Background: an optimization exercise with open tools, aiming at small area and a short achievable clock period. Do not read the settings as production practice. Power and IR drop assume default switching activity.

Setup of rev 12:
==> module dma_frame_writer, before the edit <==
module dma_frame_writer #(
    parameter dma_pkg::addr_t wr_base_addr = 32'h0200_0000
) (
    input  logic                             M_AXI_ACLK,
    input  logic                             M_AXI_ARESETN,
    output dma_pkg::addr_t                   m_axi_awaddr,
    output logic [7:0]                       m_axi_awlen,
    output logic [2:0]                       m_axi_awsize,
    output logic [1:0]                       m_axi_awburst,
    output logic                             m_axi_awvalid,
    input  logic                             m_axi_awready,
    output dma_pkg::beat_t                   m_axi_wdata,
    output logic [dma_pkg::beat_bytes-1:0]   m_axi_wstrb,
    output logic                             m_axi_wlast,
    output logic                             m_axi_wvalid,
    input  logic                             m_axi_wready,
    input  logic [1:0]                       m_axi_bresp,
    input  logic                             m_axi_bvalid,
    output logic                             m_axi_bready,
    input  logic                             pre_vs,
    input  logic                             pre_de,
    input  logic [dma_pkg::pixel_w-1:0]      pre_data,
    output logic                             wr_req,
    input  logic                             wr_enable,
    output logic                             wr_burst_now,
    output logic                             wr_burst_end
);
    localparam int pw    = dma_pkg::pixel_w;
    localparam int ring  = dma_pkg::fifo_depth - 1;
    localparam int rp_w  = $clog2(ring);
    assign m_axi_awlen   = 8'(dma_pkg::burst_len - 1);
    assign m_axi_awsize  = 3'($clog2(dma_pkg::beat_bytes));
    assign m_axi_awburst = 2'b01;
    assign m_axi_wstrb   = '1;
    always_ff @(posedge M_AXI_ACLK) begin
        if (!M_AXI_ARESETN) m_axi_bready <= 1'b0;
        else                m_axi_bready <= 1'b1;
    end
    logic       vs_d;
    logic       vs_rise, vs_fall;
    logic [1:0] slot;
    logic       base_load;
    assign vs_rise = pre_vs && !vs_d;
    assign vs_fall = !pre_vs && vs_d;
    always_ff @(posedge M_AXI_ACLK) begin
        if (!M_AXI_ARESETN) begin
            vs_d      <= 1'b0;
            slot      <= 2'd0;
            base_load <= 1'b0;
        end else begin
            vs_d      <= pre_vs;
            base_load <= vs_fall;
            if (vs_fall) slot <= (slot == 2'd2) ? 2'd0 : slot + 2'd1;
        end
    end
    logic [pw-1:0]   head;
    logic [pw-1:0]   mem [ring];
    logic [ring:0]   occ;
    logic            hv;
    logic            full, empty, one;
    logic            push_ok, pop_ok, to_head;
    logic            ring_push, ring_pop;
    logic            w_hs;
    assign full      = occ[ring];
    assign empty     = !hv;
    assign one       = hv && occ[0];
    assign push_ok   = pre_de && !full && !vs_rise;
    assign pop_ok    = w_hs && !empty && !vs_rise;
    assign to_head   = pop_ok ? one : empty;
    assign ring_push = push_ok && !to_head;
    assign ring_pop  = pop_ok && !one;
    assign m_axi_wdata = {{(dma_pkg::data_w - pw){1'b0}}, head};
    localparam int ngrp = ring / 3;
    logic [pw-1:0] grp_n [ngrp];
    for (genvar g = 0; g < ngrp; g++) begin : g_grp
        for (genvar b = 0; b < pw; b++) begin : g_bit
            ring_aoi u_aoi (
                .s0 (occ[3*g+1]), .d0 (mem[3*g][b]),
                .s1 (occ[3*g+2]), .d1 (mem[3*g+1][b]),
                .s2 (occ[3*g+3]), .d2 (mem[3*g+2][b]),
                .y_n(grp_n[g][b])
            );
        end
    end
    logic [pw-1:0] rdata;
    always_comb begin
        rdata = '0;
        for (int g = 0; g < ngrp; g++) rdata = rdata | ~grp_n[g];
    end
    always_ff @(posedge M_AXI_ACLK) begin
        if (pre_de && !full) begin
            mem[0] <= pre_data;
            for (int i = 1; i < ring; i++) mem[i] <= mem[i-1];
        end
    end
    logic            occ_clr, occ_up, occ_dn, occ_hold;
    logic [ring:0]   occ_d;
    assign occ_clr  = !M_AXI_ARESETN || vs_rise;
    assign occ_up   = ring_push && !ring_pop;
    assign occ_dn   = ring_pop && !ring_push;
    assign occ_hold = !(occ_up || occ_dn);
    occ_cell_set u_occ0 (
        .clr  (occ_clr),
        .up   (occ_up),
        .dn   (occ_dn),
        .hold (occ_hold),
        .prev (1'b0),
        .self (occ[0]),
        .nxt  (occ[1]),
        .d    (occ_d[0])
    );
    for (genvar i = 1; i <= ring; i++) begin : g_occ
        occ_cell u_occ (
            .clr  (occ_clr),
            .up   (occ_up),
            .dn   (occ_dn),
            .hold (occ_hold),
            .prev (occ[i-1]),
            .self (occ[i]),
            .nxt  ((i == ring) ? 1'b0 : occ[(i == ring) ? ring : i+1]),
            .d    (occ_d[i])
        );
    end
    always_ff @(posedge M_AXI_ACLK) occ <= occ_d;
    always_ff @(posedge M_AXI_ACLK) begin
        if (!M_AXI_ARESETN || vs_rise) begin
            hv     <= 1'b0;
            wr_req <= 1'b0;
            head   <= '0;
        end else begin
            if (occ_up)      wr_req <= wr_req || occ[14];
            else if (occ_dn) wr_req <= wr_req && !occ[15];
            if (to_head) begin
                head <= push_ok ? pre_data : '0;
                hv   <= push_ok;
            end else if (pop_ok) begin
                head <= rdata;
            end
        end
    end
    logic        start, aw_hs;
    logic [24:0] aw_hi;
    assign start = wr_req && wr_enable && !wr_burst_now;
    assign aw_hs = m_axi_awvalid && m_axi_awready;
    assign m_axi_awaddr = {aw_hi, wr_base_addr[6:0]};
    always_ff @(posedge M_AXI_ACLK) begin
        if (!M_AXI_ARESETN) begin
            wr_burst_now  <= 1'b0;
            m_axi_awvalid <= 1'b0;
            aw_hi         <= wr_base_addr[31:7];
        end else begin
            if (wr_burst_end) wr_burst_now <= 1'b0;
            else if (start)   wr_burst_now <= 1'b1;
            if (aw_hs)        m_axi_awvalid <= 1'b0;
            else if (start)   m_axi_awvalid <= 1'b1;
            if (base_load)    aw_hi <= wr_base_addr[31:7] + {21'd0, slot, 2'b00};
            else if (aw_hs)   aw_hi <= aw_hi + 25'd1;
        end
    end
    logic [3:0] beat_cnt;
    assign w_hs         = m_axi_wvalid && m_axi_wready;
    assign wr_burst_end = m_axi_wlast && m_axi_wready;
    always_ff @(posedge M_AXI_ACLK) begin
        if (!M_AXI_ARESETN) begin
            m_axi_wvalid <= 1'b0;
            m_axi_wlast  <= 1'b0;
            beat_cnt     <= 4'd0;
        end else begin
            if (wr_burst_end) m_axi_wvalid <= 1'b0;
            else if (aw_hs)   m_axi_wvalid <= 1'b1;
            if (wr_burst_end) beat_cnt <= 4'd0;
            else if (w_hs)    beat_cnt <= beat_cnt + 4'd1;
            m_axi_wlast <= m_axi_wlast ? !m_axi_wready
                                       : (w_hs && beat_cnt == 4'd14);
        end
    end
endmodule
export LEC_CHECK = 0
export CAP_MARGIN = 20
export CORE_MARGIN = 2
export CORE_UTILIZATION = 40
export SETUP_SLACK_MARGIN = 3.0
export SLEW_MARGIN = 20
export SYNTH_HIERARCHICAL = 1
export SYNTH_MINIMUM_KEEP_SIZE = 0
export CTS_ARGS = -sink_clustering_enable -repair_clock_nets -dont_use_dummy_load -sink_clustering_size 24 -sink_clustering_max_diameter 100
export BUFFER_PORTS_ARGS = -buffer_cell sky130_fd_sc_hd__buf_2
create_clock -name core_clock -period 5.5 [get_ports {M_AXI_ACLK}]
standard.sh (not shown) runs the stock make flow with config.mk's settings and CLKGATE_MAP_FILE= SYNTH_SCRIPT=/design/flow/synth_recipe.tcl, a recipe that flattens the netlist after the stock synthesis.
==> flow/flow/run.sh <==
#!/bin/bash
# The standard layout (standard.sh) with two layout choices changed:
# clock tree sinks clustered more coarsely without dummy loads, and
# port buffers started from buf_2 (timing repair may still resize them).
set -euo pipefail
cat >> "$FLOW_CONFIG" <<'EOT'
export CTS_ARGS = -sink_clustering_enable -repair_clock_nets -dont_use_dummy_load -sink_clustering_size 24 -sink_clustering_max_diameter 100
export BUFFER_PORTS_ARGS = -buffer_cell sky130_fd_sc_hd__buf_2
EOT
bash standard.sh > standard.log 2>&1
The inputs of rev 13 differ from those of rev 12 as listed below.
--- a/flow/design.v
+++ b/flow/design.v
@@ -71,7 +71,7 @@
             if (vs_fall) slot <= (slot == 2'd2) ? 2'd0 : slot + 2'd1;
         end
     end
-    logic [pw-1:0]   head;
+    logic [pw-1:0]   head_lo, head_hi;
     logic [pw-1:0]   mem [ring];
     logic [ring:0]   occ;
     logic            hv;
@@ -87,7 +87,7 @@
     assign to_head   = pop_ok ? one : empty;
     assign ring_push = push_ok && !to_head;
     assign ring_pop  = pop_ok && !one;
-    assign m_axi_wdata = {{(dma_pkg::data_w - pw){1'b0}}, head};
+    assign m_axi_wdata = {{(dma_pkg::data_w - pw){1'b0}}, head_lo | head_hi};
     localparam int ngrp = ring / 3;
     logic [pw-1:0] grp_n [ngrp];
     for (genvar g = 0; g < ngrp; g++) begin : g_grp
@@ -100,15 +100,36 @@
             );
         end
     end
-    logic [pw-1:0] rdata;
+    localparam int nlo = (ngrp + 1) / 2;
+    logic [pw-1:0] rd_lo, rd_hi;
     always_comb begin
-        rdata = '0;
-        for (int g = 0; g < ngrp; g++) rdata = rdata | ~grp_n[g];
-    end
-    always_ff @(posedge M_AXI_ACLK) begin
-        if (pre_de && !full) begin
-            mem[0] <= pre_data;
-            for (int i = 1; i < ring; i++) mem[i] <= mem[i-1];
+        rd_lo = '0;
+        rd_hi = '0;
+        for (int g = 0; g < ngrp; g++) begin
+            if (g < nlo) rd_lo = rd_lo | ~grp_n[g];
+            else         rd_hi = rd_hi | ~grp_n[g];
+        end
+    end
+    localparam int half = (ring + 1) / 2;
+    logic [1:0] shift_en [pw];
+    for (genvar b = 0; b < pw; b++) begin : g_en
+        for (genvar h = 0; h < 2; h++) begin : g_half
+            ring_en u_en (
+                .de   (pre_de),
+                .full (full),
+                .en   (shift_en[b][h])
+            );
+        end
+    end
+    always_ff @(posedge M_AXI_ACLK) begin
+        for (int b = 0; b < pw; b++) begin
+            if (shift_en[b][0]) begin
+                mem[0][b] <= pre_data[b];
+                for (int i = 1; i < half; i++) mem[i][b] <= mem[i-1][b];
+            end
+            if (shift_en[b][1]) begin
+                for (int i = half; i < ring; i++) mem[i][b] <= mem[i-1][b];
+            end
         end
     end
     logic            occ_clr, occ_up, occ_dn, occ_hold;
@@ -144,15 +165,18 @@
         if (!M_AXI_ARESETN || vs_rise) begin
             hv     <= 1'b0;
             wr_req <= 1'b0;
-            head   <= '0;
+            head_lo <= '0;
+            head_hi <= '0;
         end else begin
             if (occ_up)      wr_req <= wr_req || occ[14];
             else if (occ_dn) wr_req <= wr_req && !occ[15];
             if (to_head) begin
-                head <= push_ok ? pre_data : '0;
-                hv   <= push_ok;
+                head_lo <= push_ok ? pre_data : '0;
+                head_hi <= '0;
+                hv      <= push_ok;
             end else if (pop_ok) begin
-                head <= rdata;
+                head_lo <= rd_lo;
+                head_hi <= rd_hi;
             end
         end
     end
@@ -211,3 +235,9 @@
 );
     assign d = clr || (up && prev) || (dn && nxt) || (hold && self);
 endmodule
+module ring_en (
+    input  logic de, full,
+    output logic en
+);
+    assign en = de && !full;
+endmodule
Results
- Of rev 13 and rev 12, the run reporting the higher number of well taps was rev 13.
- NOTE non-clock buffer count rev 12->rev 13 decreased by a few percent
- Compare rev 13 and rev 12 | worst setup timing slack at the placement stage lower: rev 12
- Between rev 12 and rev 13, the mux cell area share after synthesis figures differ only marginally.
- Tightest hold margin (higher): rev 13
- Going from rev 12 to rev 13, the final critical path time including I/O delays and setup was found to have gone down by 0.0051 ns.
- Part of the total power dissipated in combinational logic for rev 13 is higher than for rev 12.
- Compared with rev 12, rev 13 shows a total track usage that is 3.7 points higher.
- The critical path depth in rev 13 was lower than what rev 12 gave.
- Compared with rev 12, rev 13 ends up with more cell area.
- Sequential element share of the synthesized area, rev 13 and rev 12: smaller value in rev 13
- Net count reported at finish ends up higher on rev 13.
No functional check of the RTL was part of any run of this note.

## what the ideal ports hide
No port has a modelled driver above. Below, the same layouts with a new extraction and two added sets of constraints.
Step 1: set_driving_cell puts a clkbuf_16 on M_AXI_ACLK and a buf_2 on each other input, an assumption about the parent block.
Step 2, shift: input delay + t, output delay - t, t = (earliest + latest rising clock arrival at the registers) / 2. This alone moves slack from input paths to output paths.
a / b / c = ideal ports / drivers / drivers and shift; a / b = the first two.
| run | shift t [ns] | setup WS [ns] | latest minus earliest clock arrival (ns) |
|---|---|---|---|
| rev 12 | 0.725 | 2.863 / 2.863 / 2.343 | 0.090 / 0.090 |
| rev 13 | 0.768 | 2.869 / 2.792 / 2.263 | 0.089 / 0.089 |
After both steps every run listed still meets setup and hold. The setup slack of rev 13, which loses most, moves by -0.077 ns with the drivers and by -0.606 ns with both steps.
